This is an optimization exercise on Yosys and OpenROAD, whose aim is small area, a short achievable clock period and few clock cycles per item, not a production implementation. Only simulation tests tie the RTL to the original design; equivalence was not proved. Power figures rest on the tool's default switching activity, not on a simulated workload.

// direct_form_iir_filter_unit
module direct_form_iir_filter_unit #(
  parameter int MAX_FF_TAPS = 8,
  parameter int MAX_FB_TAPS = 8
) (
  input  logic                                  clk,
  input  logic                                  rst,
  input  logic                                  in_valid,
  output logic                                  in_ready,
  input  logic                                  func,
  input  logic [iirf_pkg::CIDX_W-1:0]           coef_index,
  input  logic signed [iirf_pkg::COEF_W-1:0]    coef_value,
  input  logic [iirf_pkg::SAMPLE_W-1:0]         sample,
  output logic                                  out_valid,
  input  logic                                  out_ready,
  output logic signed [iirf_pkg::OUT_W-1:0]     filtered,
  input  logic                                  cfg_valid,
  output logic                                  cfg_ready,
  input  logic [iirf_pkg::CFG_IDX_W-1:0]        cfg_index,
  input  logic [iirf_pkg::CFG_DATA_W-1:0]       cfg_data
);
  logic [3:0] nf, nb;    
  assign cfg_ready = 1'b1;
  always_ff @(posedge clk) begin
    if (rst) begin
      nf <= 4'd4;
      nb <= 4'd3;
    end else if (cfg_valid) begin
      case (cfg_index)
        2'd0: nf <= (cfg_data > 4'd8) ? 4'd8 : cfg_data;
        2'd1: nb <= (cfg_data > 4'd8) ? 4'd8 : cfg_data;
        default: ;
      endcase
    end
  end
  logic                take, take_s;
  logic                iv, ifunc;
  logic [CIDX_W-1:0]   iidx;
  logic [COEF_W-1:0]   ival;
  logic [SAMPLE_W-1:0] ismp;
  logic                cons, cons_s, cons_c;
  logic                act, fin;
  assign take   = in_valid && in_ready;
  assign take_s = take && func;
  assign cons   = iv && (!act || fin);
  assign cons_s = cons && ifunc;
  ...
==> flow/config.mk <==
export PLATFORM = sky130hd
export DESIGN_NAME = direct_form_iir_filter_unit
export DESIGN_NICKNAME = direct_form_iir_filter_unit
export VERILOG_FILES = /design/flow/design.v
export SDC_FILE = /design/flow/constraint.sdc
export NUM_CORES = 4
export LEC_CHECK = 0
export CAP_MARGIN = 20
export CORE_MARGIN = 2
export CORE_UTILIZATION = 40
export SETUP_SLACK_MARGIN = 5
export SLEW_MARGIN = 20
export TNS_END_PERCENT = 100
==> flow/constraint.sdc <==
create_clock -name core_clock -period 11.0 [get_ports {clk}]
set_input_delay 2.2000 -clock core_clock [delete_from_list [all_inputs] [get_ports {clk}]]
set_output_delay 2.2000 -clock core_clock [all_outputs]
set_load 0.01 [all_outputs]
standard.sh (not shown) runs the stock make flow with config.mk's settings and CLKGATE_MAP_FILE= SYNTH_SCRIPT=/design/flow/synth_recipe.tcl, a recipe that flattens the netlist after the stock synthesis.
==> flow/flow/run.sh <==
#!/bin/bash
# The standard layout (the standard.sh: ORFS synthesis to final layout),
# with timing repair aiming for 6.6 ns of setup slack instead of config.mk's 5.
set -euo pipefail
bash standard.sh SETUP_SLACK_MARGIN=6.6 TNS_END_PERCENT=100 finish > standard_flow.log 2>&1
Testbench counts at the start, summed over its fixed seeds: cycles 12,923, items 2,304.
Change:
--- a/flow/design.v
+++ b/flow/design.v
@@ -3235,24 +3235,24 @@
       b2 = a_ext[3*k+2];
       b1 = a_ext[3*k+1];
       b0 = a_ext[3*k];
       m1_n[k]  = !(b3 ^ b2) & (b1 ^ b0);
       m2_n[k]  = (b1 & b0 & !b2) | (b2 & !b1 & !b0);
       m3_n[k]  = (b3 ^ b2) & (b1 ^ b0);
       m4_n[k]  = (!b3 & b2 & b1 & b0) | (b3 & !b2 & !b1 & !b0);
       neg_n[k] = p_shr ? (b3 & !(b2 & b1 & b0)) : (!b3 & (b2 | b1 | b0));
     end
   end
-  assign y_sel = p_byp ? (y_lsat & {Y_W{ylv}}) : p_y;
+  assign y_sel = (p_byp ? (y_lsat & {Y_W{ylv}}) : p_y) & {Y_W{!rst}};
   always_ff @(posedge clk) begin
     s1_b   <= p_b;
-    s1_x   <= p_x;
+    s1_x   <= p_x & {SAMPLE_W{!rst}};
     s1_y   <= y_sel;
     s1_y3  <= {{2{y_sel[Y_W-1]}}, y_sel} + {y_sel[Y_W-1], y_sel, 1'b0};
     s1_kc  <= !p_shr;
     s1_m1  <= m1_n;
     s1_m2  <= m2_n;
     s1_m3  <= m3_n;
     s1_m4  <= m4_n;
     s1_neg <= neg_n;
   end
   logic [67:0] ff_s, ff_c;
@@ -3264,32 +3264,31 @@
                      .neg(s1_neg), .y(s1_y), .y3(s1_y3), .s(fb_s), .c(fb_c));
   always_ff @(posedge clk) begin
     s2_ffs <= ff_s;
     s2_ffc <= ff_c;
     s2_fbs <= fb_s;
     s2_fbc <= fb_c;
   end
   logic [ACC_W-1:0] acc_s, acc_c, as_g, ac_g, csa_s, csa_c;
   logic [28:0]      lo_fb;
   logic [12:0]      lo_ff;
-  logic             rst_d, rst_dd;
+  logic             rst_d;
   assign as_g  = acc_s & {ACC_W{!m3}};
   assign ac_g  = acc_c & {ACC_W{!m3}};
   assign lo_fb = {1'b0, s2_fbs[27:0]} + {1'b0, s2_fbc[27:0]};
   assign lo_ff = {1'b0, s2_ffs[11:0]} + {1'b0, s2_ffc[11:0]};
   iirf_acc_csa u_csa (.as_(as_g), .ac(ac_g), .ffs(s2_ffs), .ffc(s2_ffc),
                       .fbs(s2_fbs), .fbc(s2_fbc), .c12(lo_ff[12]),
                       .s(csa_s), .c(csa_c));
   always_ff @(posedge clk) begin
-    rst_d  <= rst;
-    rst_dd <= rst_d;
-    if (rst || rst_d || rst_dd) begin
+    rst_d <= rst;
+    if (rst || rst_d) begin
       acc_s <= '0;
       acc_c <= '0;
     end else begin
       acc_s <= csa_s;
       acc_c <= {csa_c[ACC_W-1:1], lo_fb[28]};
     end
   end
   logic [ACC_W-1:0] tot;
   assign tot = acc_s + acc_c;
   always_ff @(posedge clk) begin
After rerunning: The new run completed with no timing, DRC or antenna violations. Sequential share of layout area falls by 0.25 points. Sequential cell count falls by 1. Combinational power falls by about 4%. Global-route usage rises by 0.98 points. Clock skew rises by 0.034 ns. Sequential power barely changes. Design area rises by 0.75%. Count of clock-buffer cells in the layout falls by 15. Wire length rises by 4.9%.
Testbench counts after the change, summed over its fixed seeds: cycles 12,923, items 2,304.

* * *

the previous run:
direct_form_iir_filter_unit again, from the RTL that the note above started with.
export LEC_CHECK = 0
export CAP_MARGIN = 20
export CORE_MARGIN = 2
export CORE_UTILIZATION = 40
export SETUP_SLACK_MARGIN = 5
export SLEW_MARGIN = 20
export TNS_END_PERCENT = 100
create_clock -name core_clock -period 11.0 [get_ports {clk}]
==> flow/flow/run.sh <==
#!/bin/bash
# The standard layout (the standard.sh: ORFS synthesis to final layout),
# with timing repair aiming for 7 ns of setup slack instead of config.mk's 5.
set -euo pipefail
bash standard.sh SETUP_SLACK_MARGIN=7 TNS_END_PERCENT=100 finish > standard_flow.log 2>&1
Testbench counts of the previous run, summed over its fixed seeds: cycles 12,923, items 2,304.
The following lists how the current run was set up differently from the previous run:
diff --git a/flow/design.v b/flow/design.v
--- a/flow/design.v
+++ b/flow/design.v
@@ -3238,18 +3238,18 @@
       m1_n[k]  = !(b3 ^ b2) & (b1 ^ b0);
       m2_n[k]  = (b1 & b0 & !b2) | (b2 & !b1 & !b0);
       m3_n[k]  = (b3 ^ b2) & (b1 ^ b0);
       m4_n[k]  = (!b3 & b2 & b1 & b0) | (b3 & !b2 & !b1 & !b0);
       neg_n[k] = p_shr ? (b3 & !(b2 & b1 & b0)) : (!b3 & (b2 | b1 | b0));
     end
   end
-  assign y_sel = p_byp ? (y_lsat & {Y_W{ylv}}) : p_y;
+  assign y_sel = (p_byp ? (y_lsat & {Y_W{ylv}}) : p_y) & {Y_W{!rst}};
   always_ff @(posedge clk) begin
     s1_b   <= p_b;
-    s1_x   <= p_x;
+    s1_x   <= p_x & {SAMPLE_W{!rst}};
     s1_y   <= y_sel;
     s1_y3  <= {{2{y_sel[Y_W-1]}}, y_sel} + {y_sel[Y_W-1], y_sel, 1'b0};
     s1_kc  <= !p_shr;
     s1_m1  <= m1_n;
     s1_m2  <= m2_n;
     s1_m3  <= m3_n;
     s1_m4  <= m4_n;
@@ -3267,26 +3267,25 @@
     s2_ffc <= ff_c;
     s2_fbs <= fb_s;
     s2_fbc <= fb_c;
   end
   logic [ACC_W-1:0] acc_s, acc_c, as_g, ac_g, csa_s, csa_c;
   logic [28:0]      lo_fb;
   logic [12:0]      lo_ff;
-  logic             rst_d, rst_dd;
+  logic             rst_d;
   assign as_g  = acc_s & {ACC_W{!m3}};
   assign ac_g  = acc_c & {ACC_W{!m3}};
   assign lo_fb = {1'b0, s2_fbs[27:0]} + {1'b0, s2_fbc[27:0]};
   assign lo_ff = {1'b0, s2_ffs[11:0]} + {1'b0, s2_ffc[11:0]};
   iirf_acc_csa u_csa (.as_(as_g), .ac(ac_g), .ffs(s2_ffs), .ffc(s2_ffc),
                       .fbs(s2_fbs), .fbc(s2_fbc), .c12(lo_ff[12]),
                       .s(csa_s), .c(csa_c));
   always_ff @(posedge clk) begin
-    rst_d  <= rst;
-    rst_dd <= rst_d;
-    if (rst || rst_d || rst_dd) begin
+    rst_d <= rst;
+    if (rst || rst_d) begin
       acc_s <= '0;
       acc_c <= '0;
     end else begin
       acc_s <= csa_s;
       acc_c <= {csa_c[ACC_W-1:1], lo_fb[28]};
     end
   end
==> comparison <==
The current run completed end to end with timing, DRC and antenna clean.
| share of the final layout cell area in multi-input gates | the current run vs the previous run | 0.63 points higher |
Via count delta (the previous run -> the current run): insignificant
Die outline area essentially unchanged between the current run and the previous run.
| ratio of final minimum period to clock period | the current run vs the previous run | 2.2 points lower |
Total routing resource utilization after global routing, the previous run and the current run: lower on the current run
The path depth of the worst reg2reg path of the current run falls short of that of the previous run by 4.
The current run against the previous run; number of clock buffers in the layout is down by a few percent.
Testbench counts of the current run, summed over its fixed seeds: cycles 12,923, items 2,304.

afterwards: timing with drivers on the ports:
Ports are ideal in the flow. The routed layouts listed here were re-timed in OpenROAD. Step 1, drivers: a clkbuf_16 drives clk and a buf_2 each remaining input, both assumed. Step 2 adds t to the input delays and takes it off the output delays; t is the mean of the earliest and latest rising clock arrival at the registers after step 1. Input paths then give back, and output paths get back, about the clock's delay inside the block. Slacks: ideal ports / drivers / drivers and shift; pairs: ideal ports / drivers.
| run | t, ns | slack for setup (ns) | worst setup path at the end | clock arrival spread, ns | cell pins on the clock port's net |
|---|---|---|---|---|---|
| the first run of note 1 | 0.974 | 6.606 / 6.606 / 5.918 | input to register | 0.092 / 0.093 | 1 |
| the second run of note 1 | 0.979 | 6.551 / 6.405 / 5.426 | input to register | 0.124 / 0.124 | 1 |
| the previous run | 0.969 | 6.473 / 6.473 / 6.212 | input to register | 0.090 / 0.090 | 1 |
| the current run | 0.982 | 6.715 / 6.425 / 5.443 | input to register | 0.126 / 0.126 | 1 |
After both steps setup and hold are still met in every run listed. For the current run, which loses most, drivers alone change the setup slack by -0.290 ns; drivers and shift together by -1.272 ns.
